From an optimization exercise on the open Yosys and OpenROAD flow, aimed at small area, a short achievable clock period and few clock cycles; shortcuts taken in it are not production practice. Function was not checked in any run shown here: the RTL went through the layout flow alone. Power and IR drop assume default switching activity.

--- flow/config.mk ---
export PLATFORM = sky130hd
export DESIGN_NAME = mulApbChip
export DESIGN_NICKNAME = mulApbChip
export VERILOG_FILES = /design/flow/design.v
export SDC_FILE = /design/flow/constraint.sdc
export NUM_CORES = 4
export LEC_CHECK = 0
export CAP_MARGIN = 20
export CORE_MARGIN = 2
export CORE_UTILIZATION = 40
export SLEW_MARGIN = 20
--- flow/constraint.sdc ---
create_clock -name core_clock -period 13.0 [get_ports {clk}]
set_input_delay 2.6000 -clock core_clock [delete_from_list [all_inputs] [get_ports {clk}]]
set_output_delay 2.6000 -clock core_clock [all_outputs]
set_load 0.01 [all_outputs]
--- flow/design.v ---
package mulPkg;
	localparam int OperandWidth = 32;
	localparam int ProductWidth = 2 * OperandWidth;
	localparam int DefaultRowsPerStage = 8;
	typedef logic [OperandWidth-1:0] operandT;
	typedef struct packed {
		logic valid;
		operandT a;
		operandT b;
	} mulReqT;
	typedef struct packed {
		operandT hi;
		operandT lo;
	} productHalvesT;
	typedef union packed {
		logic [ProductWidth-1:0] full;
		productHalvesT half;
	} productT;
	typedef struct packed {
		logic valid;
		productT product;
	} mulRspT;
endpackage
package apbPkg;
	localparam int AddrWidth = 8;
	localparam int DataWidth = 32;
	typedef struct packed {
		logic psel;
		logic penable;
		logic pwrite;
		logic [AddrWidth-1:0] paddr;
		logic [DataWidth-1:0] pwdata;
	} apbReqT;
	typedef struct packed {
		logic [DataWidth-1:0] prdata;
		logic pready;
		logic pslverr;
	} apbRspT;
	localparam logic [AddrWidth-1:0] AddrOpA = 8'h00;
	localparam logic [AddrWidth-1:0] AddrOpB = 8'h04;
	localparam logic [AddrWidth-1:0] AddrCtrl = 8'h08;
	localparam logic [AddrWidth-1:0] AddrStatus = 8'h0C;
	localparam logic [AddrWidth-1:0] AddrResLo = 8'h10;
	localparam logic [AddrWidth-1:0] AddrResHi = 8'h14;
	localparam int CtrlStartBit = 0;
	localparam int StatusBusyBit = 0;
	localparam int StatusDoneBit = 1;
endpackage
`timescale 1ns/1ps
module prefixAdder #(
	parameter int Width = mulPkg::OperandWidth
) (
	input logic [Width-1:0] a,
	input logic [Width-1:0] b,
	input logic cin,
	output logic [Width-1:0] sum
);
	localparam int Levels = $clog2(Width);
	logic [Width-1:0] p0;
	logic [Width-1:0] g0;
	logic [Width-1:0] gUp [Levels+1];
	logic [Width-1:0] pUp [Levels+1];
	logic [Width-1:0] gDn [Levels+1];
	logic [Width-1:0] pDn [Levels+1];
	logic [Width:0] carry;
	assign p0 = a ^ b;
	assign g0 = (a & b) | {{(Width-1){1'b0}}, p0[0] & cin};
	assign gUp[0] = g0;
	assign pUp[0] = p0;
	for (genvar l = 1; l <= Levels; l++) begin : genUp
		for (genvar i = 0; i < Width; i++) begin : genBit
			if ((i + 1) % (1 << l) == 0) begin : genNode
				assign gUp[l][i] = gUp[l-1][i] | (pUp[l-1][i] & gUp[l-1][i - (1 << (l-1))]);
				assign pUp[l][i] = pUp[l-1][i] & pUp[l-1][i - (1 << (l-1))];
			end else begin : genPass
				assign gUp[l][i] = gUp[l-1][i];
				assign pUp[l][i] = pUp[l-1][i];
			end
		end
	end
	assign gDn[Levels] = gUp[Levels];
	assign pDn[Levels] = pUp[Levels];
	for (genvar l = Levels - 1; l >= 1; l--) begin : genDn
		for (genvar i = 0; i < Width; i++) begin : genBit
			if ((i + 1) % (1 << l) == (1 << (l-1)) && i >= (1 << l)) begin : genNode
				assign gDn[l][i] = gDn[l+1][i] | (pDn[l+1][i] & gDn[l+1][i - (1 << (l-1))]);
				assign pDn[l][i] = pDn[l+1][i] & pDn[l+1][i - (1 << (l-1))];
			end else begin : genPass
				assign gDn[l][i] = gDn[l+1][i];
				assign pDn[l][i] = pDn[l+1][i];
			end
		end
	end
	assign carry[0] = cin;
	assign carry[Width:1] = gDn[1];
	assign sum = p0 ^ carry[Width-1:0];
endmodule
`timescale 1ns/1ps
module mulRow (
	input logic [32:0] accS,
	input logic [32:0] accC,
	input logic idle,
	input logic [31:0] a,
	input logic [3:0] one,
	input logic [3:0] two,
	input logic [3:0] neg,
	input logic d16,
	output logic [40:0] rowX,
	output logic [40:0] rowY
);
	logic [33:0] aExt;
	logic [3:0] negN;
	logic [31:0] top;
	logic [32:0] pp0;
	logic [32:0] pp1;
	logic [32:0] pp2;
	logic [32:0] pp3;
	assign aExt = {1'b0, a, 1'b0};
	assign negN = ~neg;
	assign top = a & {32{d16}};
	assign pp0 = (aExt[33:1] & {33{one[0]}} | aExt[32:0] & {33{two[0]}}) ^ {33{neg[0]}};
	assign pp1 = (aExt[33:1] & {33{one[1]}} | aExt[32:0] & {33{two[1]}}) ^ {33{neg[1]}};
	assign pp2 = (aExt[33:1] & {33{one[2]}} | aExt[32:0] & {33{two[2]}}) ^ {33{neg[2]}};
	assign pp3 = (aExt[33:1] & {33{one[3]}} | aExt[32:0] & {33{two[3]}}) ^ {33{neg[3]}};
	logic fs0, fc0, fs1, fc1, fs2, fc2, fs3, fc3, fs4, fc4, fs5, fc5, fs6, fc6, fs7, fc7;
	logic fs8, fc8, fs9, fc9, fs10, fc10, fs11, fc11, fs12, fc12, fs13, fc13, fs14, fc14, fs15, fc15;
	logic fs16, fc16, fs17, fc17, fs18, fc18, fs19, fc19, fs20, fc20, fs21, fc21, fs22, fc22, fs23, fc23;
	logic fs24, fc24, fs25, fc25, fs26, fc26, fs27, fc27, fs28, fc28, fs29, fc29, fs30, fc30, fs31, fc31;
	logic fs32, fc32, fs33, fc33, fs34, fc34, fs35, fc35, fs36, fc36, fs37, fc37, fs38, fc38, fs39, fc39;
	logic fs40, fc40, fs41, fc41, fs42, fc42, fs43, fc43, fs44, fc44, fs45, fc45, fs46, fc46, fs47, fc47;
	logic fs48, fc48, fs49, fc49, fs50, fc50, fs51, fc51, fs52, fc52, fs53, fc53, fs54, fc54, fs55, fc55;
	logic fs56, fc56, fs57, fc57, fs58, fc58, fs59, fc59, fs60, fc60, fs61, fc61, fs62, fc62, fs63, fc63;
	logic fs64, fc64, fs65, fc65, fs66, fc66, fs67, fc67, fs68, fc68, fs69, fc69, fs70, fc70, fs71, fc71;
	logic fs72, fc72, fs73, fc73, fs74, fc74, fs75, fc75, fs76, fc76, fs77, fc77, fs78, fc78, fs79, fc79;
	logic fs80, fc80, fs81, fc81, fs82, fc82, fs83, fc83, fs84, fc84, fs85, fc85, fs86, fc86, fs87, fc87;
	logic fs88, fc88, fs89, fc89, fs90, fc90, fs91, fc91, fs92, fc92, fs93, fc93, fs94, fc94, fs95, fc95;
	logic fs96, fc96, fs97, fc97, fs98, fc98, fs99, fc99, fs100, fc100, fs101, fc101, fs102, fc102, fs103, fc103;
	logic fs104, fc104, fs105, fc105, fs106, fc106, fs107, fc107, fs108, fc108, fs109, fc109, fs110, fc110, fs111, fc111;
	logic fs112, fc112, fs113, fc113, fs114, fc114, fs115, fc115, fs116, fc116, fs117, fc117, fs118, fc118, fs119, fc119;
	logic fs120, fc120, fs121, fc121, fs122, fc122, fs123, fc123, fs124, fc124, fs125, fc125, fs126, fc126, fs127, fc127;
	logic fs128, fc128, fs129, fc129, fs130, fc130, fs131, fc131, fs132, fc132, fs133, fc133, fs134, fc134, fs135, fc135;
	logic fs136, fc136, fs137, fc137, fs138, fc138, fs139, fc139, fs140, fc140, fs141, fc141, fs142, fc142, fs143, fc143;
	logic fs144, fc144, fs145, fc145, fs146, fc146, fs147, fc147, fs148, fc148, fs149, fc149, fs150, fc150, fs151, fc151;
	logic fs152, fc152, fs153, fc153, fs154, fc154, fs155, fc155, fs156, fc156, fs157, fc157, fs158, fc158, fs159, fc159;
	logic fs160, fc160, fs161, fc161, hs0, hc0, hs1, hc1, hs2, hc2, hs3, hc3, hs4, hc4, hs5, hc5;
	logic hs6, hc6, hs7, hc7, hs8, hc8, hs9, hc9, hs10, hc10, hs11, hc11;
	assign hs0 = accS[6] ^ accC[6];
	assign hc0 = accS[6] & accC[6];
	assign hs1 = accS[7] ^ accC[7];
	assign hc1 = accS[7] & accC[7];
	fullAdd fa0 (.x(accS[8]), .y(accC[8]), .z(top[0]), .s(fs0), .c(fc0));
	fullAdd fa1 (.x(accS[9]), .y(accC[9]), .z(top[1]), .s(fs1), .c(fc1));
	fullAdd fa2 (.x(accS[10]), .y(accC[10]), .z(top[2]), .s(fs2), .c(fc2));
	fullAdd fa3 (.x(accS[11]), .y(accC[11]), .z(top[3]), .s(fs3), .c(fc3));
	fullAdd fa4 (.x(accS[12]), .y(accC[12]), .z(top[4]), .s(fs4), .c(fc4));
	fullAdd fa5 (.x(accS[13]), .y(accC[13]), .z(top[5]), .s(fs5), .c(fc5));
	fullAdd fa6 (.x(accS[14]), .y(accC[14]), .z(top[6]), .s(fs6), .c(fc6));
	fullAdd fa7 (.x(accS[15]), .y(accC[15]), .z(top[7]), .s(fs7), .c(fc7));
	fullAdd fa8 (.x(accS[16]), .y(accC[16]), .z(top[8]), .s(fs8), .c(fc8));
	fullAdd fa9 (.x(accS[17]), .y(accC[17]), .z(top[9]), .s(fs9), .c(fc9));
	fullAdd fa10 (.x(accS[18]), .y(accC[18]), .z(top[10]), .s(fs10), .c(fc10));
	fullAdd fa11 (.x(accS[19]), .y(accC[19]), .z(top[11]), .s(fs11), .c(fc11));
	fullAdd fa12 (.x(accS[20]), .y(accC[20]), .z(top[12]), .s(fs12), .c(fc12));
	fullAdd fa13 (.x(accS[21]), .y(accC[21]), .z(top[13]), .s(fs13), .c(fc13));
	fullAdd fa14 (.x(accS[22]), .y(accC[22]), .z(top[14]), .s(fs14), .c(fc14));
	fullAdd fa15 (.x(accS[23]), .y(accC[23]), .z(top[15]), .s(fs15), .c(fc15));
	fullAdd fa16 (.x(accS[24]), .y(accC[24]), .z(top[16]), .s(fs16), .c(fc16));
	fullAdd fa17 (.x(accS[25]), .y(accC[25]), .z(top[17]), .s(fs17), .c(fc17));
	fullAdd fa18 (.x(accS[26]), .y(accC[26]), .z(top[18]), .s(fs18), .c(fc18));
	fullAdd fa19 (.x(accS[27]), .y(accC[27]), .z(top[19]), .s(fs19), .c(fc19));
	fullAdd fa20 (.x(accS[28]), .y(accC[28]), .z(top[20]), .s(fs20), .c(fc20));
	fullAdd fa21 (.x(accS[29]), .y(accC[29]), .z(top[21]), .s(fs21), .c(fc21));
	fullAdd fa22 (.x(accS[30]), .y(accC[30]), .z(top[22]), .s(fs22), .c(fc22));
	fullAdd fa23 (.x(accS[31]), .y(accC[31]), .z(top[23]), .s(fs23), .c(fc23));
	fullAdd fa24 (.x(1'b1), .y(accS[32]), .z(accC[32]), .s(fs24), .c(fc24));
	fullAdd fa25 (.x(idle), .y(top[24]), .z(pp0[32]), .s(fs25), .c(fc25));
	assign hs2 = negN[0] ^ top[25];
	assign hc2 = negN[0] & top[25];
	assign hs3 = accS[2] ^ accC[2];
	assign hc3 = accS[2] & accC[2];
	assign hs4 = accS[3] ^ accC[3];
	assign hc4 = accS[3] & accC[3];
	fullAdd fa26 (.x(accS[4]), .y(accC[4]), .z(neg[2]), .s(fs26), .c(fc26));
	assign hs5 = pp0[4] ^ pp1[2];
	assign hc5 = pp0[4] & pp1[2];
	fullAdd fa27 (.x(accS[5]), .y(accC[5]), .z(pp0[5]), .s(fs27), .c(fc27));
	assign hs6 = pp1[3] ^ pp2[1];
	assign hc6 = pp1[3] & pp2[1];
	fullAdd fa28 (.x(neg[3]), .y(hs0), .z(pp0[6]), .s(fs28), .c(fc28));
	fullAdd fa29 (.x(pp1[4]), .y(pp2[2]), .z(pp3[0]), .s(fs29), .c(fc29));
	fullAdd fa30 (.x(hc0), .y(hs1), .z(pp0[7]), .s(fs30), .c(fc30));
	fullAdd fa31 (.x(pp1[5]), .y(pp2[3]), .z(pp3[1]), .s(fs31), .c(fc31));
	fullAdd fa32 (.x(hc1), .y(fs0), .z(pp0[8]), .s(fs32), .c(fc32));
	fullAdd fa33 (.x(pp1[6]), .y(pp2[4]), .z(pp3[2]), .s(fs33), .c(fc33));
	fullAdd fa34 (.x(fc0), .y(fs1), .z(pp0[9]), .s(fs34), .c(fc34));
	fullAdd fa35 (.x(pp1[7]), .y(pp2[5]), .z(pp3[3]), .s(fs35), .c(fc35));
	fullAdd fa36 (.x(fc1), .y(fs2), .z(pp0[10]), .s(fs36), .c(fc36));
	fullAdd fa37 (.x(pp1[8]), .y(pp2[6]), .z(pp3[4]), .s(fs37), .c(fc37));
	fullAdd fa38 (.x(fc2), .y(fs3), .z(pp0[11]), .s(fs38), .c(fc38));
	fullAdd fa39 (.x(pp1[9]), .y(pp2[7]), .z(pp3[5]), .s(fs39), .c(fc39));
	fullAdd fa40 (.x(fc3), .y(fs4), .z(pp0[12]), .s(fs40), .c(fc40));
	fullAdd fa41 (.x(pp1[10]), .y(pp2[8]), .z(pp3[6]), .s(fs41), .c(fc41));
	fullAdd fa42 (.x(fc4), .y(fs5), .z(pp0[13]), .s(fs42), .c(fc42));
	fullAdd fa43 (.x(pp1[11]), .y(pp2[9]), .z(pp3[7]), .s(fs43), .c(fc43));
	fullAdd fa44 (.x(fc5), .y(fs6), .z(pp0[14]), .s(fs44), .c(fc44));
	fullAdd fa45 (.x(pp1[12]), .y(pp2[10]), .z(pp3[8]), .s(fs45), .c(fc45));
	fullAdd fa46 (.x(fc6), .y(fs7), .z(pp0[15]), .s(fs46), .c(fc46));
	fullAdd fa47 (.x(pp1[13]), .y(pp2[11]), .z(pp3[9]), .s(fs47), .c(fc47));
	fullAdd fa48 (.x(fc7), .y(fs8), .z(pp0[16]), .s(fs48), .c(fc48));
	fullAdd fa49 (.x(pp1[14]), .y(pp2[12]), .z(pp3[10]), .s(fs49), .c(fc49));
	fullAdd fa50 (.x(fc8), .y(fs9), .z(pp0[17]), .s(fs50), .c(fc50));
	fullAdd fa51 (.x(pp1[15]), .y(pp2[13]), .z(pp3[11]), .s(fs51), .c(fc51));
	fullAdd fa52 (.x(fc9), .y(fs10), .z(pp0[18]), .s(fs52), .c(fc52));
	fullAdd fa53 (.x(pp1[16]), .y(pp2[14]), .z(pp3[12]), .s(fs53), .c(fc53));
	fullAdd fa54 (.x(fc10), .y(fs11), .z(pp0[19]), .s(fs54), .c(fc54));
	fullAdd fa55 (.x(pp1[17]), .y(pp2[15]), .z(pp3[13]), .s(fs55), .c(fc55));
	fullAdd fa56 (.x(fc11), .y(fs12), .z(pp0[20]), .s(fs56), .c(fc56));
	fullAdd fa57 (.x(pp1[18]), .y(pp2[16]), .z(pp3[14]), .s(fs57), .c(fc57));
	fullAdd fa58 (.x(fc12), .y(fs13), .z(pp0[21]), .s(fs58), .c(fc58));
	fullAdd fa59 (.x(pp1[19]), .y(pp2[17]), .z(pp3[15]), .s(fs59), .c(fc59));
	fullAdd fa60 (.x(fc13), .y(fs14), .z(pp0[22]), .s(fs60), .c(fc60));
	fullAdd fa61 (.x(pp1[20]), .y(pp2[18]), .z(pp3[16]), .s(fs61), .c(fc61));
	fullAdd fa62 (.x(fc14), .y(fs15), .z(pp0[23]), .s(fs62), .c(fc62));
	fullAdd fa63 (.x(pp1[21]), .y(pp2[19]), .z(pp3[17]), .s(fs63), .c(fc63));
	fullAdd fa64 (.x(fc15), .y(fs16), .z(pp0[24]), .s(fs64), .c(fc64));
	fullAdd fa65 (.x(pp1[22]), .y(pp2[20]), .z(pp3[18]), .s(fs65), .c(fc65));
	fullAdd fa66 (.x(fc16), .y(fs17), .z(pp0[25]), .s(fs66), .c(fc66));
	fullAdd fa67 (.x(pp1[23]), .y(pp2[21]), .z(pp3[19]), .s(fs67), .c(fc67));
	fullAdd fa68 (.x(fc17), .y(fs18), .z(pp0[26]), .s(fs68), .c(fc68));
	fullAdd fa69 (.x(pp1[24]), .y(pp2[22]), .z(pp3[20]), .s(fs69), .c(fc69));
	fullAdd fa70 (.x(fc18), .y(fs19), .z(pp0[27]), .s(fs70), .c(fc70));
	fullAdd fa71 (.x(pp1[25]), .y(pp2[23]), .z(pp3[21]), .s(fs71), .c(fc71));
	fullAdd fa72 (.x(fc19), .y(fs20), .z(pp0[28]), .s(fs72), .c(fc72));
	fullAdd fa73 (.x(pp1[26]), .y(pp2[24]), .z(pp3[22]), .s(fs73), .c(fc73));
	fullAdd fa74 (.x(fc20), .y(fs21), .z(pp0[29]), .s(fs74), .c(fc74));
	fullAdd fa75 (.x(pp1[27]), .y(pp2[25]), .z(pp3[23]), .s(fs75), .c(fc75));
	fullAdd fa76 (.x(fc21), .y(fs22), .z(pp0[30]), .s(fs76), .c(fc76));
	fullAdd fa77 (.x(pp1[28]), .y(pp2[26]), .z(pp3[24]), .s(fs77), .c(fc77));
	fullAdd fa78 (.x(fc22), .y(fs23), .z(pp0[31]), .s(fs78), .c(fc78));
	fullAdd fa79 (.x(pp1[29]), .y(pp2[27]), .z(pp3[25]), .s(fs79), .c(fc79));
	fullAdd fa80 (.x(fc23), .y(fs24), .z(pp1[30]), .s(fs80), .c(fc80));
	fullAdd fa81 (.x(pp2[28]), .y(pp3[26]), .z(fs25), .s(fs81), .c(fc81));
	fullAdd fa82 (.x(fc24), .y(hs2), .z(pp1[31]), .s(fs82), .c(fc82));
	fullAdd fa83 (.x(pp2[29]), .y(pp3[27]), .z(fc25), .s(fs83), .c(fc83));
	fullAdd fa84 (.x(1'b1), .y(top[26]), .z(hc2), .s(fs84), .c(fc84));
	fullAdd fa85 (.x(pp1[32]), .y(pp2[30]), .z(pp3[28]), .s(fs85), .c(fc85));
	fullAdd fa86 (.x(negN[1]), .y(top[27]), .z(pp2[31]), .s(fs86), .c(fc86));
	assign hs7 = 1'b1 ^ top[28];
	assign hc7 = 1'b1 & top[28];
	assign hs8 = accS[0] ^ accC[0];
	assign hc8 = accS[0] & accC[0];
	assign hs9 = accS[1] ^ accC[1];
	assign hc9 = accS[1] & accC[1];
	fullAdd fa87 (.x(neg[1]), .y(hs3), .z(pp0[2]), .s(fs87), .c(fc87));
	fullAdd fa88 (.x(hc3), .y(hs4), .z(pp0[3]), .s(fs88), .c(fc88));
	fullAdd fa89 (.x(hc4), .y(fs26), .z(pp2[0]), .s(fs89), .c(fc89));
	fullAdd fa90 (.x(fc26), .y(hc5), .z(fs27), .s(fs90), .c(fc90));
	fullAdd fa91 (.x(fc27), .y(hc6), .z(fs28), .s(fs91), .c(fc91));
	fullAdd fa92 (.x(fc28), .y(fc29), .z(fs30), .s(fs92), .c(fc92));
	fullAdd fa93 (.x(fc30), .y(fc31), .z(fs32), .s(fs93), .c(fc93));
	fullAdd fa94 (.x(fc32), .y(fc33), .z(fs34), .s(fs94), .c(fc94));
	fullAdd fa95 (.x(fc34), .y(fc35), .z(fs36), .s(fs95), .c(fc95));
	fullAdd fa96 (.x(fc36), .y(fc37), .z(fs38), .s(fs96), .c(fc96));
	fullAdd fa97 (.x(fc38), .y(fc39), .z(fs40), .s(fs97), .c(fc97));
	fullAdd fa98 (.x(fc40), .y(fc41), .z(fs42), .s(fs98), .c(fc98));
	fullAdd fa99 (.x(fc42), .y(fc43), .z(fs44), .s(fs99), .c(fc99));
	fullAdd fa100 (.x(fc44), .y(fc45), .z(fs46), .s(fs100), .c(fc100));
	fullAdd fa101 (.x(fc46), .y(fc47), .z(fs48), .s(fs101), .c(fc101));
	fullAdd fa102 (.x(fc48), .y(fc49), .z(fs50), .s(fs102), .c(fc102));
	fullAdd fa103 (.x(fc50), .y(fc51), .z(fs52), .s(fs103), .c(fc103));
	fullAdd fa104 (.x(fc52), .y(fc53), .z(fs54), .s(fs104), .c(fc104));
	fullAdd fa105 (.x(fc54), .y(fc55), .z(fs56), .s(fs105), .c(fc105));
	fullAdd fa106 (.x(fc56), .y(fc57), .z(fs58), .s(fs106), .c(fc106));
	fullAdd fa107 (.x(fc58), .y(fc59), .z(fs60), .s(fs107), .c(fc107));
	fullAdd fa108 (.x(fc60), .y(fc61), .z(fs62), .s(fs108), .c(fc108));
	fullAdd fa109 (.x(fc62), .y(fc63), .z(fs64), .s(fs109), .c(fc109));
	fullAdd fa110 (.x(fc64), .y(fc65), .z(fs66), .s(fs110), .c(fc110));
	fullAdd fa111 (.x(fc66), .y(fc67), .z(fs68), .s(fs111), .c(fc111));
	fullAdd fa112 (.x(fc68), .y(fc69), .z(fs70), .s(fs112), .c(fc112));
	fullAdd fa113 (.x(fc70), .y(fc71), .z(fs72), .s(fs113), .c(fc113));
	fullAdd fa114 (.x(fc72), .y(fc73), .z(fs74), .s(fs114), .c(fc114));
	fullAdd fa115 (.x(fc74), .y(fc75), .z(fs76), .s(fs115), .c(fc115));
	fullAdd fa116 (.x(fc76), .y(fc77), .z(fs78), .s(fs116), .c(fc116));
	fullAdd fa117 (.x(fc78), .y(fc79), .z(fs80), .s(fs117), .c(fc117));
	fullAdd fa118 (.x(fc80), .y(fs82), .z(fc81), .s(fs118), .c(fc118));
	fullAdd fa119 (.x(fc82), .y(fs84), .z(fs85), .s(fs119), .c(fc119));
	fullAdd fa120 (.x(pp3[29]), .y(fc84), .z(fc85), .s(fs120), .c(fc120));
	fullAdd fa121 (.x(hs7), .y(pp2[32]), .z(pp3[30]), .s(fs121), .c(fc121));
	fullAdd fa122 (.x(negN[2]), .y(top[29]), .z(hc7), .s(fs122), .c(fc122));
	assign hs10 = 1'b1 ^ top[30];
	assign hc10 = 1'b1 & top[30];
	assign hs11 = neg[0] ^ hs8;
	assign hc11 = neg[0] & hs8;
	fullAdd fa123 (.x(hc8), .y(hs9), .z(pp0[1]), .s(fs123), .c(fc123));
	fullAdd fa124 (.x(hc9), .y(pp1[0]), .z(fs87), .s(fs124), .c(fc124));
	fullAdd fa125 (.x(pp1[1]), .y(fc87), .z(fs88), .s(fs125), .c(fc125));
	fullAdd fa126 (.x(fc88), .y(fs89), .z(hs5), .s(fs126), .c(fc126));
	fullAdd fa127 (.x(fc89), .y(hs6), .z(fs90), .s(fs127), .c(fc127));
	fullAdd fa128 (.x(fs29), .y(fc90), .z(fs91), .s(fs128), .c(fc128));
	fullAdd fa129 (.x(fs31), .y(fc91), .z(fs92), .s(fs129), .c(fc129));
	fullAdd fa130 (.x(fs33), .y(fc92), .z(fs93), .s(fs130), .c(fc130));
	fullAdd fa131 (.x(fs35), .y(fc93), .z(fs94), .s(fs131), .c(fc131));
	fullAdd fa132 (.x(fs37), .y(fc94), .z(fs95), .s(fs132), .c(fc132));
	fullAdd fa133 (.x(fs39), .y(fc95), .z(fs96), .s(fs133), .c(fc133));
	fullAdd fa134 (.x(fs41), .y(fc96), .z(fs97), .s(fs134), .c(fc134));
	fullAdd fa135 (.x(fs43), .y(fc97), .z(fs98), .s(fs135), .c(fc135));
	fullAdd fa136 (.x(fs45), .y(fc98), .z(fs99), .s(fs136), .c(fc136));
	fullAdd fa137 (.x(fs47), .y(fc99), .z(fs100), .s(fs137), .c(fc137));
	fullAdd fa138 (.x(fs49), .y(fc100), .z(fs101), .s(fs138), .c(fc138));
	fullAdd fa139 (.x(fs51), .y(fc101), .z(fs102), .s(fs139), .c(fc139));
	fullAdd fa140 (.x(fs53), .y(fc102), .z(fs103), .s(fs140), .c(fc140));
	fullAdd fa141 (.x(fs55), .y(fc103), .z(fs104), .s(fs141), .c(fc141));
	fullAdd fa142 (.x(fs57), .y(fc104), .z(fs105), .s(fs142), .c(fc142));
	fullAdd fa143 (.x(fs59), .y(fc105), .z(fs106), .s(fs143), .c(fc143));
	fullAdd fa144 (.x(fs61), .y(fc106), .z(fs107), .s(fs144), .c(fc144));
	fullAdd fa145 (.x(fs63), .y(fc107), .z(fs108), .s(fs145), .c(fc145));
	fullAdd fa146 (.x(fs65), .y(fc108), .z(fs109), .s(fs146), .c(fc146));
	fullAdd fa147 (.x(fs67), .y(fc109), .z(fs110), .s(fs147), .c(fc147));
	fullAdd fa148 (.x(fs69), .y(fc110), .z(fs111), .s(fs148), .c(fc148));
	fullAdd fa149 (.x(fs71), .y(fc111), .z(fs112), .s(fs149), .c(fc149));
	fullAdd fa150 (.x(fs73), .y(fc112), .z(fs113), .s(fs150), .c(fc150));
	fullAdd fa151 (.x(fs75), .y(fc113), .z(fs114), .s(fs151), .c(fc151));
	fullAdd fa152 (.x(fs77), .y(fc114), .z(fs115), .s(fs152), .c(fc152));
	fullAdd fa153 (.x(fs79), .y(fc115), .z(fs116), .s(fs153), .c(fc153));
	fullAdd fa154 (.x(fc116), .y(fs117), .z(fs81), .s(fs154), .c(fc154));
	fullAdd fa155 (.x(fc117), .y(fs83), .z(fs118), .s(fs155), .c(fc155));
	fullAdd fa156 (.x(fs119), .y(fc83), .z(fc118), .s(fs156), .c(fc156));
	fullAdd fa157 (.x(fs86), .y(fc119), .z(fs120), .s(fs157), .c(fc157));
	fullAdd fa158 (.x(fs121), .y(fc86), .z(fc120), .s(fs158), .c(fc158));
	fullAdd fa159 (.x(pp3[31]), .y(fc121), .z(fs122), .s(fs159), .c(fc159));
	fullAdd fa160 (.x(hs10), .y(pp3[32]), .z(fc122), .s(fs160), .c(fc160));
	fullAdd fa161 (.x(negN[3]), .y(top[31]), .z(hc10), .s(fs161), .c(fc161));
	assign rowX[0] = hs11;
	assign rowY[0] = pp0[0];
	assign rowX[1] = hc11;
	assign rowY[1] = fs123;
	assign rowX[2] = fc123;
	assign rowY[2] = fs124;
	assign rowX[3] = fc124;
	assign rowY[3] = fs125;
	assign rowX[4] = fc125;
	assign rowY[4] = fs126;
	assign rowX[5] = fc126;
	assign rowY[5] = fs127;
	assign rowX[6] = fc127;
	assign rowY[6] = fs128;
	assign rowX[7] = fc128;
	assign rowY[7] = fs129;
	assign rowX[8] = fc129;
	assign rowY[8] = fs130;
	assign rowX[9] = fc130;
	assign rowY[9] = fs131;
	assign rowX[10] = fc131;
	assign rowY[10] = fs132;
	assign rowX[11] = fc132;
	assign rowY[11] = fs133;
	assign rowX[12] = fc133;
	assign rowY[12] = fs134;
	assign rowX[13] = fc134;
	assign rowY[13] = fs135;
	assign rowX[14] = fc135;
	assign rowY[14] = fs136;
	assign rowX[15] = fc136;
	assign rowY[15] = fs137;
	assign rowX[16] = fc137;
	assign rowY[16] = fs138;
	assign rowX[17] = fc138;
	assign rowY[17] = fs139;
	assign rowX[18] = fc139;
	assign rowY[18] = fs140;
	assign rowX[19] = fc140;
	assign rowY[19] = fs141;
	assign rowX[20] = fc141;
	assign rowY[20] = fs142;
	assign rowX[21] = fc142;
	assign rowY[21] = fs143;
	assign rowX[22] = fc143;
	assign rowY[22] = fs144;
	assign rowX[23] = fc144;
	assign rowY[23] = fs145;
	assign rowX[24] = fc145;
	assign rowY[24] = fs146;
	assign rowX[25] = fc146;
	assign rowY[25] = fs147;
	assign rowX[26] = fc147;
	assign rowY[26] = fs148;
	assign rowX[27] = fc148;
	assign rowY[27] = fs149;
	assign rowX[28] = fc149;
	assign rowY[28] = fs150;
	assign rowX[29] = fc150;
	assign rowY[29] = fs151;
	assign rowX[30] = fc151;
	assign rowY[30] = fs152;
	assign rowX[31] = fc152;
	assign rowY[31] = fs153;
	assign rowX[32] = fc153;
	assign rowY[32] = fs154;
	assign rowX[33] = fc154;
	assign rowY[33] = fs155;
	assign rowX[34] = fc155;
	assign rowY[34] = fs156;
	assign rowX[35] = fc156;
	assign rowY[35] = fs157;
	assign rowX[36] = fc157;
	assign rowY[36] = fs158;
	assign rowX[37] = fc158;
	assign rowY[37] = fs159;
	assign rowX[38] = fc159;
	assign rowY[38] = fs160;
	assign rowX[39] = fc160;
	assign rowY[39] = fs161;
	assign rowX[40] = fc161;
	assign rowY[40] = 1'b0;
endmodule
module fullAdd (
	input logic x,
	input logic y,
	input logic z,
	output logic s,
	output logic c
);
	assign s = x ^ y ^ z;
	assign c = (x & y) | (x & z) | (y & z);
endmodule
`timescale 1ns/1ps
module mulArray (
	input logic clk,
	input logic arstN,
	input logic [31:0] a,
	input logic [31:0] b,
	input logic wrB,
	input logic [7:0] bLoNext,
	input logic aValidNext,
	input logic bValidNext,
	input logic go,
	output mulPkg::productT product
);
	logic run1;
	logic run2;
	logic run3;
	logic running;
	logic first;
	logic [3:0] oneQ;
	logic [3:0] twoQ;
	logic [3:0] negQ;
	logic d16Q;
	logic [3:0] oneD;
	logic [3:0] twoD;
	logic [3:0] negD;
	logic digitsOn;
	logic [32:0] accS;
	logic [32:0] accC;
	logic [7:0] byteS;
	logic [7:0] byteC;
	logic [23:0] lowQ;
	logic lowCarry;
	logic [40:0] rowX;
	logic [40:0] rowY;
	logic [8:0] byteSum;
	logic [39:0] topSum;
	assign first = go & ~running;
	always_ff @(posedge clk or negedge arstN) begin
		if (!arstN) begin
			run1 <= 1'b0;
			run2 <= 1'b0;
			run3 <= 1'b0;
			running <= 1'b0;
		end else begin
			run1 <= first;
			run2 <= run1;
			run3 <= run2;
			running <= first | run1 | run2;
		end
	end
	function automatic logic [11:0] booth(input logic [7:0] g, input logic below);
		logic [3:0] one;
		logic [3:0] two;
		logic [3:0] neg;
		for (int j = 0; j < 4; j++) begin
			logic hi;
			logic mid;
			logic lo;
			hi = g[2*j+1];
			mid = g[2*j];
			lo = (j == 0) ? below : g[2*j-1];
			neg[j] = hi;
			one[j] = mid ^ lo;
			two[j] = (hi & ~mid & ~lo) | (~hi & mid & lo);
		end
		booth = {neg, two, one};
	endfunction
	logic [11:0] digitsFirst;
	logic [11:0] digitsRun;
	logic [11:0] digitsIdle;
	logic [11:0] digitsD;
	assign digitsFirst = booth(b[15:8], b[7]);
	assign digitsIdle = wrB ? booth(bLoNext, 1'b0) : booth(b[7:0], 1'b0);
	always_comb begin
		if (run1) begin
			digitsRun = booth(b[23:16], b[15]);
		end else if (run2) begin
			digitsRun = booth(b[31:24], b[23]);
		end else begin
			digitsRun = digitsIdle;
		end
		digitsD = first ? digitsFirst : digitsRun;
	end
	assign digitsOn = aValidNext & bValidNext;
	assign {negD, twoD, oneD} = digitsD & {12{digitsOn}};
	always_ff @(posedge clk) begin
		oneQ <= oneD;
		twoQ <= twoD;
		negQ <= negD;
		d16Q <= run2 & b[31] & digitsOn;
	end
	mulRow mulRow_i (
		.accS(accS & {33{running}}),
		.accC(accC & {33{running}}),
		.idle(~running),
		.a(a),
		.one(oneQ),
		.two(twoQ),
		.neg(negQ),
		.d16(d16Q),
		.rowX(rowX),
		.rowY(rowY)
	);
	assign byteSum = {1'b0, byteS} + {1'b0, byteC} + {8'd0, lowCarry & (run2 | run3)};
	always_ff @(posedge clk) begin
		if (go | running) begin
			accS <= rowX[40:8];
			accC <= rowY[40:8];
			byteS <= rowX[7:0];
			byteC <= rowY[7:0];
		end
		if (running) begin
			lowCarry <= byteSum[8];
		end
		if (run1) begin
			lowQ[7:0] <= byteSum[7:0];
		end
		if (run2) begin
			lowQ[15:8] <= byteSum[7:0];
		end
		if (run3) begin
			lowQ[23:16] <= byteSum[7:0];
		end
	end
	prefixAdder #(
		.Width(40)
	) prefixAdder_i (
		.a({accS[31:0], byteS}),
		.b({accC[31:0], byteC}),
		.cin(lowCarry),
		.sum(topSum)
	);
	assign product.half.hi = topSum[39:8];
	assign product.half.lo = {topSum[7:0], lowQ};
endmodule
`timescale 1ns/1ps
module mulApbRegs (
	input logic clk,
	input logic arstN,
	input apbPkg::apbReqT apbReq,
	output apbPkg::apbRspT apbRsp,
	output mulPkg::operandT opA,
	output mulPkg::operandT opB,
	output logic opBWrite,
	output logic [7:0] opBLoNext,
	output logic opAValidNext,
	output logic opBValidNext,
	output logic go,
	input mulPkg::productT product
);
	logic setup;
	logic done;
	logic inMap;
	logic mapped;
	logic wrOpA;
	logic wrOpB;
	logic opAValid;
	logic opBValid;
	mulPkg::operandT opARead;
	mulPkg::operandT opBRead;
	mulPkg::productT result;
	logic [apbPkg::DataWidth-1:0] readWord;
	logic [apbPkg::DataWidth-1:0] prdataQ;
	logic pslverrQ;
	assign setup = apbReq.psel & ~apbReq.penable;
	assign go = setup && apbReq.pwrite && (apbReq.paddr == apbPkg::AddrCtrl) &&
		apbReq.pwdata[apbPkg::CtrlStartBit];
	assign inMap = (apbReq.paddr[7:5] == 3'b000) && (apbReq.paddr[1:0] == 2'b00);
	assign mapped = inMap & ~(apbReq.paddr[4] & apbReq.paddr[3]);
	assign opARead = opA & {32{opAValid}};
	assign opBRead = opB & {32{opBValid}};
	assign result = product & {64{done}};
	always_comb begin
		case ({apbReq.paddr[4], apbReq.paddr[2]})
			2'b00: readWord = opARead;
			2'b01: readWord = opBRead;
			2'b10: readWord = result.half.lo;
			default: readWord = result.half.hi;
		endcase
		if (apbReq.paddr[3]) begin
			readWord = '0;
			readWord[apbPkg::StatusDoneBit] = done & apbReq.paddr[2] & ~apbReq.paddr[4];
		end
		if (!inMap) begin
			readWord = '0;
		end
	end
	always_ff @(posedge clk) begin
		prdataQ <= readWord;
		pslverrQ <= ~mapped;
	end
	always_comb begin
		apbRsp.prdata = prdataQ;
		apbRsp.pready = 1'b1;
		apbRsp.pslverr = pslverrQ;
	end
	always_ff @(posedge clk or negedge arstN) begin
		if (!arstN) begin
			wrOpA <= 1'b0;
			wrOpB <= 1'b0;
			opAValid <= 1'b0;
			opBValid <= 1'b0;
			done <= 1'b0;
		end else begin
			wrOpA <= setup && apbReq.pwrite && (apbReq.paddr == apbPkg::AddrOpA);
			wrOpB <= setup && apbReq.pwrite && (apbReq.paddr == apbPkg::AddrOpB);
			if (wrOpA) begin
				opAValid <= 1'b1;
			end
			if (wrOpB) begin
				opBValid <= 1'b1;
			end
			if (go) begin
				done <= 1'b1;
			end
		end
	end
	always_ff @(posedge clk) begin
		if (wrOpA) begin
			opA <= apbReq.pwdata;
		end
		if (wrOpB) begin
			opB <= apbReq.pwdata;
		end
	end
	assign opBWrite = wrOpB;
	assign opBLoNext = apbReq.pwdata[7:0];
	assign opAValidNext = opAValid | wrOpA;
	assign opBValidNext = opBValid | wrOpB;
endmodule
`timescale 1ns/1ps
module mulApbTop (
	input logic clk,
	input logic arstN,
	input apbPkg::apbReqT apbReq,
	output apbPkg::apbRspT apbRsp
);
	mulPkg::operandT opA;
	mulPkg::operandT opB;
	logic go;
	logic opBWrite;
	logic [7:0] opBLoNext;
	logic opAValidNext;
	logic opBValidNext;
	mulPkg::productT product;
	mulApbRegs mulApbRegs_i (
		.clk(clk),
		.arstN(arstN),
		.apbReq(apbReq),
		.apbRsp(apbRsp),
		.opA(opA),
		.opB(opB),
		.opBWrite(opBWrite),
		.opBLoNext(opBLoNext),
		.opAValidNext(opAValidNext),
		.opBValidNext(opBValidNext),
		.go(go),
		.product(product)
	);
	mulArray mulArray_i (
		.clk(clk),
		.arstN(arstN),
		.a(opA),
		.b(opB),
		.wrB(opBWrite),
		.bLoNext(opBLoNext),
		.aValidNext(opAValidNext),
		.bValidNext(opBValidNext),
		.go(go),
		.product(product)
	);
endmodule
`timescale 1ns/1ps
module mulApbChip (
	input logic clk,
	input logic arstN,
	input logic psel,
	input logic penable,
	input logic pwrite,
	input logic [7:0] paddr,
	input logic [31:0] pwdata,
	output logic [31:0] prdata,
	output logic pready,
	output logic pslverr
);
	apbPkg::apbReqT apbReq;
	apbPkg::apbRspT apbRsp;
	assign apbReq.psel = psel;
	assign apbReq.penable = penable;
	assign apbReq.pwrite = pwrite;
	assign apbReq.paddr = paddr;
	assign apbReq.pwdata = pwdata;
	assign prdata = apbRsp.prdata;
	assign pready = apbRsp.pready;
	assign pslverr = apbRsp.pslverr;
	mulApbTop mulApbTop_i (
		.clk(clk),
		.arstN(arstN),
		.apbReq(apbReq),
		.apbRsp(apbRsp)
	);
endmodule
--- flow/flow/run.sh ---
#!/bin/bash
# The standard layout, with timing repair aimed at a path delay well below
# the clock period: the clock and the constraints are unchanged, only
# repair_timing's setup margin is raised (and kept to the worst endpoints).
set -euo pipefail
export SETUP_SLACK_MARGIN="${FLOW_SETUP_MARGIN:-9.2}"
export TNS_END_PERCENT="${FLOW_TNS_END:-10}"
export BUFFER_PORTS_ARGS="-buffer_cell sky130_fd_sc_hd__buf_4"
export CTS_ARGS="-sink_clustering_enable -repair_clock_nets -dont_use_dummy_load -buf_list {sky130_fd_sc_hd__clkbuf_4 sky130_fd_sc_hd__clkbuf_8}"
# keep each full adder of the multiplier step a module of its own through
# synthesis, so that it maps to one full-adder cell without inverters around it;
# the netlist is flattened at the end of synthesis as usual
export SYNTH_KEEP_MODULES=fullAdd
bash standard.sh > flow_standard.log 2>&1
--- flow/standard.sh ---
#!/bin/bash
# synth_recipe.tcl (not shown) runs the flow's synth.tcl, then flattens the netlist and writes it again
# the make line also repeats each setting of config.mk as NAME=value (left out here)
make -C /OpenROAD-flow-scripts/flow DESIGN_CONFIG=/design/flow/config.mk WORK_HOME=/design/flow/orfs CLKGATE_MAP_FILE= SYNTH_SCRIPT=/design/flow/synth_recipe.tcl "${@:-finish}"
==> out/metrics.yaml, run 1 <==
sta:
  clock-skew-final_ps: 33.0
  max_slew_margin_pct: 20.9
  period_share_pct: 29.7
  fmax_mhz: 259
  finalMaxSlewViolations: 0
  rsz0062_at_grt: "true"
  setup_tns_ps: 0
  hold_viol: 0
  finalSetupViolCount: 0
  period_minus_slack_ps: 3860
  worst-slew-pin-transition_ps: 1180
setup_path:
  arrival_ps: 4110
  setup.worst_path.class: "reg -> reg"
  worstPathRequired_ps: 13260
  crit_path_start_kind: "flop"
  cp-end-kind: "flop"
  path_max_fanout: 14
detailed_routing:
  vias_per_cell: 5.82
  ant_nets: 0
  drcViolationCount: 0
  firstDrtPassIters: 6
  drt-initial-drc-count: 1256
  wire_per_inst_um: 25.2
  vias: 11500
  routed_wl_um: 49900
layout:
  insertedDiodeCount: 0
  fill_cells: 3738
  regArea_um2: 6260
  nNetsFinal: 1723
  design_area_um2: 18100
  layout-drive-gt1-share_pct: 12.4
  final_cells: 1976
  multiInputGateArea_um2: 9570
  syn2layout_area_growth_pct: 10.3
grt:
  antenna_found_initial: 1
  grt_max_degree: 46
  grt_pass1_vias: 11900
  grt_use_total_pct: 24.1
  grt_pass1_wl_um: 75600
  grt-ovfl-total: 0
clock_tree:
  htreeDepth: 2
  cts.sinks: 225
  cts-buffers-inserted: 42
  insertion_delay_ps: 560
  path_clk_slew_ps: 50
  clockBufferDepth: 3
  cts_root_buf: "clkbuf_8"
  hold_buffers: 0
  cts_tree: "built"
power:
  p_switching_w: 0.000291
  pwr-share-seq_pct: 56.7
  intPower_w: 0.00107
  netSwitchingFraction_pct: 21.4
  power_density_nw_per_um2: 75.0
  peakVddDrop_mv: 0.0635
  p_comb_share_pct: 2.2
  clock_power_share_pct: 41.1
  leakage_nw: 7.13
floorplanning:
  rows: 74
  core_um2: 40600
  dieArea_um2: 42700
  die_height_um: 207
  initial_core_util_pct: 40.4
  die_w_um: 207
  ioPinCount: 79
place:
  dpl-instance-area_um2: 17400
  port_buffers: 77
  post-dp-hpwl_um: 35000
  gp_congestion: 0.854
  dp.cells: 1926
synthesis:
  ys_seq_elements: 225
  syn-cell-area_um2: 16400
  synth_edf_count: 170
  synth.avg_cell_area_um2: 11.6
  synth_top_flop_cell: "edfxtp_1"
  async_flop_share_pct: 4.00
  synth_seq_area_share_pct: 38.1
  synth.distinct_cells: 50
  yosysWarningCount: 7
  netlist_instances: 1419
hold_path:
  hold_path.class: "reg -> reg"
status:
  status: "complete, no violations"
flow_run:
  maxCapViolCount: 0
flip-flops by register name (all words and copies together), names as in the netlist, 4 cells and up:
name	count
mulApbTop_i.mulApbRegs_i.opA	32
mulApbTop_i.mulArray_i.byteS	8
mulApbTop_i.mulArray_i.twoQ	4
mulApbTop_i.mulArray_i.oneQ	4
mulApbTop_i.mulApbRegs_i.opB	32
mulApbTop_i.mulArray_i.byteC	8
mulApbTop_i.mulArray_i.negQ	4
mulApbTop_i.mulApbRegs_i.prdataQ	32
mulApbTop_i.mulArray_i.accS	33
mulApbTop_i.mulArray_i.accC	32
mulApbTop_i.mulArray_i.lowQ	24
path summary, 6_finish.rpt:
check	start	endpoint	slack, ps	cells after the start
hold reg to reg	mulApbTop_i.mulApbRegs_i.opAValid$_DFFE_PN0P_	mulApbTop_i.mulApbRegs_i.opAValid$_DFFE_PN0P_	470	1
setup reg to reg	mulApbTop_i.mulArray_i.running$_DFF_PN0_	mulApbTop_i.mulArray_i.accC[0]$_DFFE_PP_	9140	7
max in group asynchronous	arstN	mulApbTop_i.mulApbRegs_i.wrOpB$_DFF_PN0_	10970	1
setup / recovery	mulApbTop_i.mulArray_i.running$_DFF_PN0_	mulApbTop_i.mulArray_i.accC[0]$_DFFE_PP_	9140	7
min in group asynchronous	arstN	mulApbTop_i.mulApbRegs_i.wrOpA$_DFF_PN0_	1860	1
hold / removal	mulApbTop_i.mulApbRegs_i.opAValid$_DFFE_PN0P_	mulApbTop_i.mulApbRegs_i.opAValid$_DFFE_PN0P_	470	1
per-stage QoR:
step | hold WS (ps) | worst slack (ps) | total power, W | utilization [%]
floorplan | 443 | 8840 | 0.000794 | -
global placement | 471 | 8340 | 0.000812 | 42.7
detailed placement | 468 | 8500 | 0.000813 | 42.8
CTS | 479 | 9140 | 0.00137 | 44.4
global route | 510 | 9020 | 0.00140 | 44.5
finish | 474 | 9140 | 0.00136 | 44.5
Yosys stat by module (local to each module, per instance):
| module | area [µm²] | flops+latches | cells | copies in the design |
|---|---|---|---|---|
| mulApbChip | 13200 | 225 | 1257 | 1 |
| fullAdd | 20.0 | 0 | 1 | 162 |
power groups by stage:
| stage | combinational [W] | clock (W) | sequential (W) |
|---|---|---|---|
| CTS | 0.0000296 | 0.000570 | 0.000769 |
| finish | 0.0000298 | 0.000559 | 0.000769 |
| floorplan | 0.0000113 | 0 | 0.000783 |
| global route | 0.0000326 | 0.000596 | 0.000768 |
| detailed placement | 0.0000294 | 0 | 0.000783 |
| global placement | 0.0000285 | 0 | 0.000783 |
critical path, stage by stage (launching register included):
cell and delay (ps):
dfrtp_1 340, clkinv_1 560, buf_4 460, nor2_1 180, fa_1 440, fa_1 590
fa_1 470, fa_1 530
cell usage after synthesis, types with 9 or more instances:
cell type	number	area [µm²]
fa_1	185	3700
a21o_1	15	113
o21ai_0	16	80.1
nand2_1	56	210
dfrtp_1	9	225
a22oi_1	171	1280
ha_1	47	588
inv_1	53	199
a211oi_1	26	195
dfxtp_1	46	921
nor2_1	99	372
xor2_1	18	158
xnor2_1	158	1380
buf_1	37	139
a21oi_1	80	400
edfxtp_1	170	5100
and2_1	73	457
clkbuf_1	84	315
layout make-up:
cell class	count	share of cell area, %
clock buffer	42	3.19
multi-input combinational	1020	52.9
timing repair buffer	103	4.55
tap	532	3.68
inverter	54	1.12
sequential	225	34.6
what timing repair did:
item                                    in CTS  in global routing
endpoints found under the setup margin      58                 94
buffers inserted                             3                  2
pin swaps                                    8                  2
cloned                                       2                  1
resized for setup                            8                  2
kinds of logic (layout without fill, tap and decap cells):
family	after synthesis	after routing	share of synthesized area, %
AOI/OAI and AO/OA	336	336	14.2
and+or+nand+nor	265	267	7.68
adders and majority gates	232	232	26.1
DFF	225	225	38.1
buffers and inverters	178	199	4.11
xor gates and xnor gates	176	176	9.39
muxes	5	5	0.305
other	2	4	0.0458
routing by layer:
metal | GRT usage (%) | part of all wire (%) | vias up
met1 | 33.7 | 43 | 5919
met4 | 7.04 | 2.6 | 0
li1 | - | - | 4961
met5 | 0 | 0 | -
met3 | 3.80 | 7.6 | 95
met2 | 38.9 | 47 | 526
cell usage in the layout, fill, tap and decap left out, types with 2 or more instances in the layout:
cell type,netlist,routed
xnor2_1,158,158
o21ai_4,1,2
edfxtp_1,170,170
and2_1,73,73
or2_2,6,7
nand4_1,4,4
and3_1,4,4
nor2b_1,3,3
xor2_1,18,18
conb_1,2,4
nand3_1,6,5
dfrtp_1,9,8
mux2i_1,5,5
a211oi_2,1,3
nand2_2,1,2
a211oi_1,26,24
fa_1,185,184
dfxtp_1,46,39
o21bai_1,3,3
a21oi_1,80,79
clkbuf_8,0,42
ha_1,47,47
nor2_2,0,2
a21o_1,15,15
a221o_1,3,3
o211ai_1,7,7
a22oi_1,171,171
o21ai_0,16,15
nor3_1,3,2
nand2b_1,6,6
inv_1,53,53
nor2_1,99,96
dfxtp_2,0,7
nor4_1,2,2
a221oi_1,2,2
o22ai_1,2,2
nand2_1,56,55
buf_4,1,100
==> run 2: changes to the inputs <==
--- a/flow/design.v
+++ b/flow/design.v
@@ -493,18 +493,22 @@
 	logic [11:0] digitsFirst;
 	logic [11:0] digitsRun;
-	logic [11:0] digitsIdle;
 	logic [11:0] digitsD;
+	logic [7:0] groupRest;
+	logic groupRestBelow;
 	assign digitsFirst = booth(b[15:8], b[7]);
-	assign digitsIdle = wrB ? booth(bLoNext, 1'b0) : booth(b[7:0], 1'b0);
 	always_comb begin
 		if (run1) begin
-			digitsRun = booth(b[23:16], b[15]);
+			groupRest = b[23:16];
+			groupRestBelow = b[15];
 		end else if (run2) begin
-			digitsRun = booth(b[31:24], b[23]);
+			groupRest = b[31:24];
+			groupRestBelow = b[23];
 		end else begin
-			digitsRun = digitsIdle;
+			groupRest = wrB ? bLoNext : b[7:0];
+			groupRestBelow = 1'b0;
 		end
-		digitsD = first ? digitsFirst : digitsRun;
 	end
+	assign digitsRun = booth(groupRest, groupRestBelow);
+	assign digitsD = first ? digitsFirst : digitsRun;
 	assign digitsOn = aValidNext & bValidNext;
 	assign {negD, twoD, oneD} = digitsD & {12{digitsOn}};
--- a/flow/flow/run.sh
+++ b/flow/flow/run.sh
@@ -6,5 +6,5 @@
 export SETUP_SLACK_MARGIN="${FLOW_SETUP_MARGIN:-9.2}"
 export TNS_END_PERCENT="${FLOW_TNS_END:-10}"
-export BUFFER_PORTS_ARGS="-buffer_cell sky130_fd_sc_hd__buf_4"
+export BUFFER_PORTS_ARGS="-buffer_cell sky130_fd_sc_hd__buf_2"
 export CTS_ARGS="-sink_clustering_enable -repair_clock_nets -dont_use_dummy_load -buf_list {sky130_fd_sc_hd__clkbuf_4 sky130_fd_sc_hd__clkbuf_8}"
 # keep each full adder of the multiplier step a module of its own through
==> run 2 against run 1 <==
Highest routed layer unchanged. Core utilization grew 0.87 points. Combinational power shrank 18%. Maximum frequency shrank 8.3%. Register-to-register slack gained 60 ps. Wire length shrank 0.61%. Still clean on timing, DRC and antenna. Sequential share of layout area grew 0.12 points. Setup slack lost 350 ps.
==> out/metrics.yaml, run 2 <==
power:
  power_density_nw_per_um2: 74.6
  leakage_nw: 7.12
  peakVddDrop_mv: 0.0663
synthesis:
  netlist_instances: 1347
  synth_seq_area_share_pct: 38.8
  synth.avg_cell_area_um2: 12.0
  ys_seq_elements: 225
  syn-cell-area_um2: 16100
  async_flop_share_pct: 4.00
  synth.most_common_cell: "fa_1"
  synth_area_leaders: "edfxtp_1, fa_1, xnor2_1, a22oi_1, dfxtp_1"
  yosysTopAreaCellShare_pct: 31.7
  synth_edf_count: 170
  synth_top_area_cell: "edfxtp_1"
  yosysWarningCount: 7
  synth.distinct_cells: 57
  synth_top_flop_cell: "edfxtp_1"
  yosys-top-cells-count: "fa_1, a22oi_1, edfxtp_1"
grt:
  grt_pass1_wl_um: 75100
  grt_pass1_vias: 11800
  use_met2_pct: 37.7
  use_met3_pct: 4.95
  grt_max_degree: 45
  grt_busiest_layer: "met2"
  grtUsageMet1_pct: 33.4
  grt-ovfl-total: 0
  grt_use_total_pct: 24.3
  antenna_found_initial: 0
clock_tree:
  path_clk_slew_ps: 60
  hold_buffers: 0
  cts.sinks: 225
  htreeDepth: 2
  cts-buffers-inserted: 41
  cts_tree: "built"
  insertion_delay_ps: 570
  clockBufferDepth: 3
  cts_root_buf: "clkbuf_8"
floorplanning:
  rows: 73
  die_w_um: 205
  dieArea_um2: 41900
  core_um2: 39700
  ioPinCount: 79
  die_height_um: 205
  initial_core_util_pct: 40.6
place:
  dp.cells: 1857
  port_buffers: 77
  gp_congestion: 0.885
  post-dp-hpwl_um: 34400
  place_ws_ps: 7470
detailed_routing:
  vias: 11200
  vias_per_cell: 5.81
  drcViolationCount: 0
  drt-initial-drc-count: 1084
  routed_wl_um: 49600
  ant_nets: 0
  wire_per_inst_um: 25.7
  firstDrtPassIters: 6
layout:
  fill_cells: 3628
  largest_register_ffs: 33
  insertedDiodeCount: 0
  final_cells: 1929
  layout-drive-gt1-share_pct: 15.1
  final_common_cell: "fa_1"
  mostFrequentLayoutCells: "fa_1, a22oi_1, edfxtp_1"
  syn2layout_area_growth_pct: 11.9
  largest-register: "mulApbTop_i.mulArray_i.accS"
  nNetsFinal: 1683
setup_path:
  arrival_ps: 4440
  worstPathRequired_ps: 13230
  crit_path_start_kind: "primary input"
  cp-end-kind: "flop"
  setup.worst_path.class: "in -> reg"
  path_max_fanout: 6
sta:
  period_minus_slack_ps: 4210
  rsz0062_at_grt: "true"
  finalSetupViolCount: 0
  hold_viol: 0
  worst-slew-pin-transition_ps: 1130
  setup_tns_ps: 0
  finalMaxSlewViolations: 0
  fin_ws_ps: 8790
  period_share_pct: 32.4
  clock-skew-final_ps: 51.3
  fmax_mhz: 238
  max_slew_margin_pct: 24.4
status:
  status: "complete, no violations"
flow_run:
  maxCapViolCount: 0
hold_path:
  hold_path.class: "reg -> reg"
==> run 2: cell types whose count changed in the layout (fill, tap and decap cells not counted), moves of 6 or more <==
cell / before / now
a211oi_1: 24 / 0
a21oi_1: 79 / 72
buf_12: 1 / 8
buf_16: 1 / 7
buf_2: 0 / 76
buf_4: 100 / 30
mux2i_1: 5 / 13
nand2_1: 55 / 40
nor2_1: 96 / 70
xor2_1: 18 / 12
==> run 2: worst max-delay path, stage by stage <==
cell and delay (ps):
buf_6 90, or4_4 520, or2_4 280, nor4_4 150, and3_4 220, or2_4 190, buf_12 140, buf_12 120
buf_16 130
==> run 2: modules after synthesis (local to each module, per instance) <==
module      cells  area [µm²]
fullAdd         1        20.0
mulApbChip   1185       12900
==> run 2: where the power goes <==
group | switching [W] | total, W | internal, W
Combinational | 0.0000142 | 0.0000244 | 0.0000102
Sequential | 0.000000615 | 0.000769 | 0.000768
Clock | 0.000276 | 0.000553 | 0.000277
Total | 0.000291 | 0.00135 | 0.00106
==> run 2: layer usage <==
metal	share of wire [%]	wire length [µm]	up-vias
li1	-	-	4785
met1	41	20500	5719
met2	46	22900	589
met3	8.6	4250	113
met4	4.0	1970	0
met5	0	0	-
==> run 2: path summary, 6_finish.rpt <==
check,from,end,slack [ps],depth (start not counted)
worst min register to register,mulApbTop_i.mulApbRegs_i.opAValid$_DFFE_PN0P_,mulApbTop_i.mulApbRegs_i.opAValid$_DFFE_PN0P_,470,1
worst min-delay path,mulApbTop_i.mulApbRegs_i.opAValid$_DFFE_PN0P_,mulApbTop_i.mulApbRegs_i.opAValid$_DFFE_PN0P_,470,1
worst max register to register,mulApbTop_i.mulArray_i.running$_DFF_PN0_,mulApbTop_i.mulArray_i.accC[0]$_DFFE_PP_,9200,7
worst max-delay path,paddr[6],mulApbTop_i.mulArray_i.accC[27]$_DFFE_PP_,8790,9
min in group asynchronous,arstN,mulApbTop_i.mulApbRegs_i.done$_DFFE_PN0P_,1880,1
max in group asynchronous,arstN,mulApbTop_i.mulApbRegs_i.wrOpB$_DFF_PN0_,10920,1
==> run 2: per-stage QoR <==
step,instance area (µm²),util (%),power [W],hold slack (ps)
6_report,18000,45.4,0.00135,473
2_1_floorplan,16100,-,0.000792,444
3_5_place_dp,16900,42.4,0.000807,465
4_1_cts,17900,45.1,0.00136,478
5_1_grt,18000,45.4,0.00139,503
3_3_place_gp,16900,42.4,0.000806,461
==> run 2: kinds of logic after synthesis <==
kind of cell    count (synthesis)  synth area share, %
compound gates                306                 13.0
xor+xnor                      166                 9.02
fa+ha+maj                     232                 26.6
buf+inv                       168                 4.20
flops                         225                 38.8
mux                            14                0.877
other cells                     2               0.0466
simple gates                  234                 7.44
==> run 2: layout make-up <==
class / instances / area (µm²) / share of cell area, %
multi-input cells: 959 / 9350 / 51.8
flip-flops and latches: 225 / 6260 / 34.7
inverters: 54 / 203 / 1.12
repair buffers: 125 / 1000 / 5.56
well taps: 525 / 657 / 3.64
clock buffers: 41 / 564 / 3.13
==> run 2: timing repair <==
| item | CTS | global route |
|---|---|---|
| gates resized for setup | 26 | 14 |
| setup buffers | 13 | 9 |
| cloned | 9 | 0 |
| pin swaps | 5 | 16 |
| setup endpoints to repair | 119 | 127 |
==> run 3: changes to the inputs <==
--- a/flow/config.mk
+++ b/flow/config.mk
@@ -6,4 +6,5 @@
 export NUM_CORES = 4
 export LEC_CHECK = 0
+export ABC_CLOCK_PERIOD_IN_PS = 3500
 export CAP_MARGIN = 20
 export CORE_MARGIN = 2
==> run 3 against run 2 <==
Via count did not move. Largest power group unchanged. Final cell count did not move. Non-clock buffer count did not move.
==> out/metrics.yaml, run 3 <==
hold_path:
  hold_path.class: "reg -> reg"
sta:
  period_share_pct: 32.4
  hold_viol: 0
  max_slew_margin_pct: 24.4
  fmax_mhz: 238
  rsz0062_at_grt: "true"
  period_minus_slack_ps: 4210
  finalSetupViolCount: 0
  setup_tns_ps: 0
  fin_ws_ps: 8790
  worst-slew-pin-transition_ps: 1130
  clock-skew-final_ps: 51.3
  finalMaxSlewViolations: 0
floorplanning:
  die_height_um: 205
  rows: 73
  ioPinCount: 79
  dieArea_um2: 41900
  die_w_um: 205
  initial_core_util_pct: 40.6
  core_um2: 39700
grt:
  grt-ovfl-total: 0
  antenna_found_initial: 0
  grt_max_degree: 45
  grt_pass1_vias: 11800
  grt_pass1_wl_um: 75100
  grt_use_total_pct: 24.3
layout:
  mostFrequentLayoutCells: "fa_1, a22oi_1, edfxtp_1"
  largest-register: "mulApbTop_i.mulArray_i.accS"
  nNetsFinal: 1683
  insertedDiodeCount: 0
  final_common_cell: "fa_1"
  largest_register_ffs: 33
  syn2layout_area_growth_pct: 11.9
  design_area_um2: 18000
  layout-drive-gt1-share_pct: 15.1
clock_tree:
  htreeDepth: 2
  insertion_delay_ps: 570
  cts.sinks: 225
  hold_buffers: 0
  cts_root_buf: "clkbuf_8"
  cts_tree: "built"
  path_clk_slew_ps: 60
  clockBufferDepth: 3
  cts-buffers-inserted: 41
synthesis:
  async_flop_share_pct: 4.00
  synth_edf_count: 170
  yosysTopAreaCellShare_pct: 31.7
  netlist_instances: 1347
  ys_seq_elements: 225
  synth_top_flop_cell: "edfxtp_1"
  yosysWarningCount: 7
  yosys-top-cells-count: "fa_1, a22oi_1, edfxtp_1"
  syn-cell-area_um2: 16100
  synth.avg_cell_area_um2: 12.0
  synth.distinct_cells: 57
  synth.most_common_cell: "fa_1"
  synth_seq_area_share_pct: 38.8
  synth_area_leaders: "edfxtp_1, fa_1, xnor2_1, a22oi_1, dfxtp_1"
  synth_top_area_cell: "edfxtp_1"
power:
  leakage_nw: 7.12
  power_density_nw_per_um2: 74.6
  peakVddDrop_mv: 0.0663
setup_path:
  setup.worst_path.class: "in -> reg"
  arrival_ps: 4440
  path_max_fanout: 6
  path_cells: "buf_6, or4_4, or2_4, nor4_4, and3_4, or2_4, buf_12, buf_12, buf_16"
  cp-end-kind: "flop"
  worstPathRequired_ps: 13230
  crit_path_start_kind: "primary input"
  crit_slowest_cell: "or4_4"
  slowest_delay_ps: 520
detailed_routing:
  vias: 11200
  routed_wl_um: 49600
  wire_per_inst_um: 25.7
  drcViolationCount: 0
  firstDrtPassIters: 6
  vias_per_cell: 5.81
  drt-initial-drc-count: 1084
  ant_nets: 0
place:
  gp_congestion: 0.885
  place_ws_ps: 7470
  port_buffers: 77
  dpl-instance-area_um2: 16900
  post-dp-hpwl_um: 34400
status:
  status: "complete, no violations"
flow_run:
  maxCapViolCount: 0
run 3: final timing paths:
path                                                                from                                             to  slack (ps)  cells past startpoint
max                                                             paddr[6]      mulApbTop_i.mulArray_i.accC[27]$_DFFE_PP_        8790                      9
min                        mulApbTop_i.mulApbRegs_i.opAValid$_DFFE_PN0P_  mulApbTop_i.mulApbRegs_i.opAValid$_DFFE_PN0P_         470                      1
max reg2reg                     mulApbTop_i.mulArray_i.running$_DFF_PN0_       mulApbTop_i.mulArray_i.accC[0]$_DFFE_PP_        9200                      7
min reg2reg                mulApbTop_i.mulApbRegs_i.opAValid$_DFFE_PN0P_  mulApbTop_i.mulApbRegs_i.opAValid$_DFFE_PN0P_         470                      1
max in group asynchronous                                          arstN       mulApbTop_i.mulApbRegs_i.wrOpB$_DFF_PN0_       10920                      1
min in group asynchronous                                          arstN      mulApbTop_i.mulApbRegs_i.done$_DFFE_PN0P_        1880                      1
run 3: report_power, final:
group | leakage (nW) | switching, W | internal (W) | total (W)
registers | 2.05 | 0.000000615 | 0.000768 | 0.000769
clock network | 0.295 | 0.000276 | 0.000277 | 0.000553
logic | 4.77 | 0.0000142 | 0.0000102 | 0.0000244
run 3: metrics by stage:
stage	utilization, %	hold slack (ps)	total power (W)	instances
2_1_floorplan	-	444	0.000792	1349
3_3_place_gp	42.4	461	0.000806	1857
3_5_place_dp	42.4	465	0.000807	1857
4_1_cts	45.1	478	0.00136	1920
5_1_grt	45.4	503	0.00139	1929
6_report	45.4	473	0.00135	1929
run 3: final cells by class:
type,count,area [µm²]
Clock buffer,41,564
Sequential cell,225,6260
Inverter,54,203
Multi-Input combinational cell,959,9350
Fill cell,3628,21700
Tap cell,525,657
Timing Repair Buffer,125,1000
run 3: logic make-up after synthesis:
logic type / after synthesis / share of synthesized area, %
and+or+nand+nor: 234 / 7.44
buffers and inverters: 168 / 4.20
AOI/OAI and AO/OA: 306 / 13.0
other: 2 / 0.0466
xor gates and xnor gates: 166 / 9.02
DFF: 225 / 38.8
muxes: 14 / 0.877
adders and majority gates: 232 / 26.6
run 3: repair_timing:
item | 4_1_cts | 5_1_grt
gates resized for setup | 26 | 14
setup buffers | 13 | 9
setup endpoints to repair | 119 | 127
cloned | 9 | 0
pin swaps | 5 | 16
run 3: critical path: cells and delay by family:
family | cells | cell delay [ps]
and+or+nand+nor | 5 | 1360
buffers and inverters | 4 | 480
run 3: layer usage:
metal | vias to the layer above | global-route usage (%) | wire length (µm)
met5 | - | 0 | 0
met4 | 0 | 10.0 | 1970
met1 | 5719 | 33.4 | 20500
met2 | 589 | 37.7 | 22900
met3 | 113 | 4.95 | 4250
li1 | 4785 | - | -
run 3: modules after synthesis (local to each module, per instance):
module,flip-flops and latches,cell area [µm²],cells inside
fullAdd,0,20.0,1
mulApbChip,225,12900,1185

[afterwards: timing with drivers on the ports]
In the flow no input, the clock included, has a driving cell. The finished layouts below were timed again as built, in two steps. Step 1 assumes that a clkbuf_16 drives the clock port and a buf_2 every other input. Step 2 also shifts input and output timing later by t, the mid clock arrival at the registers, as if the neighbouring blocks saw the same clock. a / b / c = ideal / step 1 / step 2; a / b = the first two.
run	shift t [ns]	slack for setup (ns)	pins driven straight from the clock port
run 1	0.595	9.142 / 9.142 / 8.568	1
run 2	0.595	8.792 / 8.811 / 8.216	1
run 3	0.595	8.792 / 8.811 / 8.216	1
After both steps every run listed still meets setup and hold.
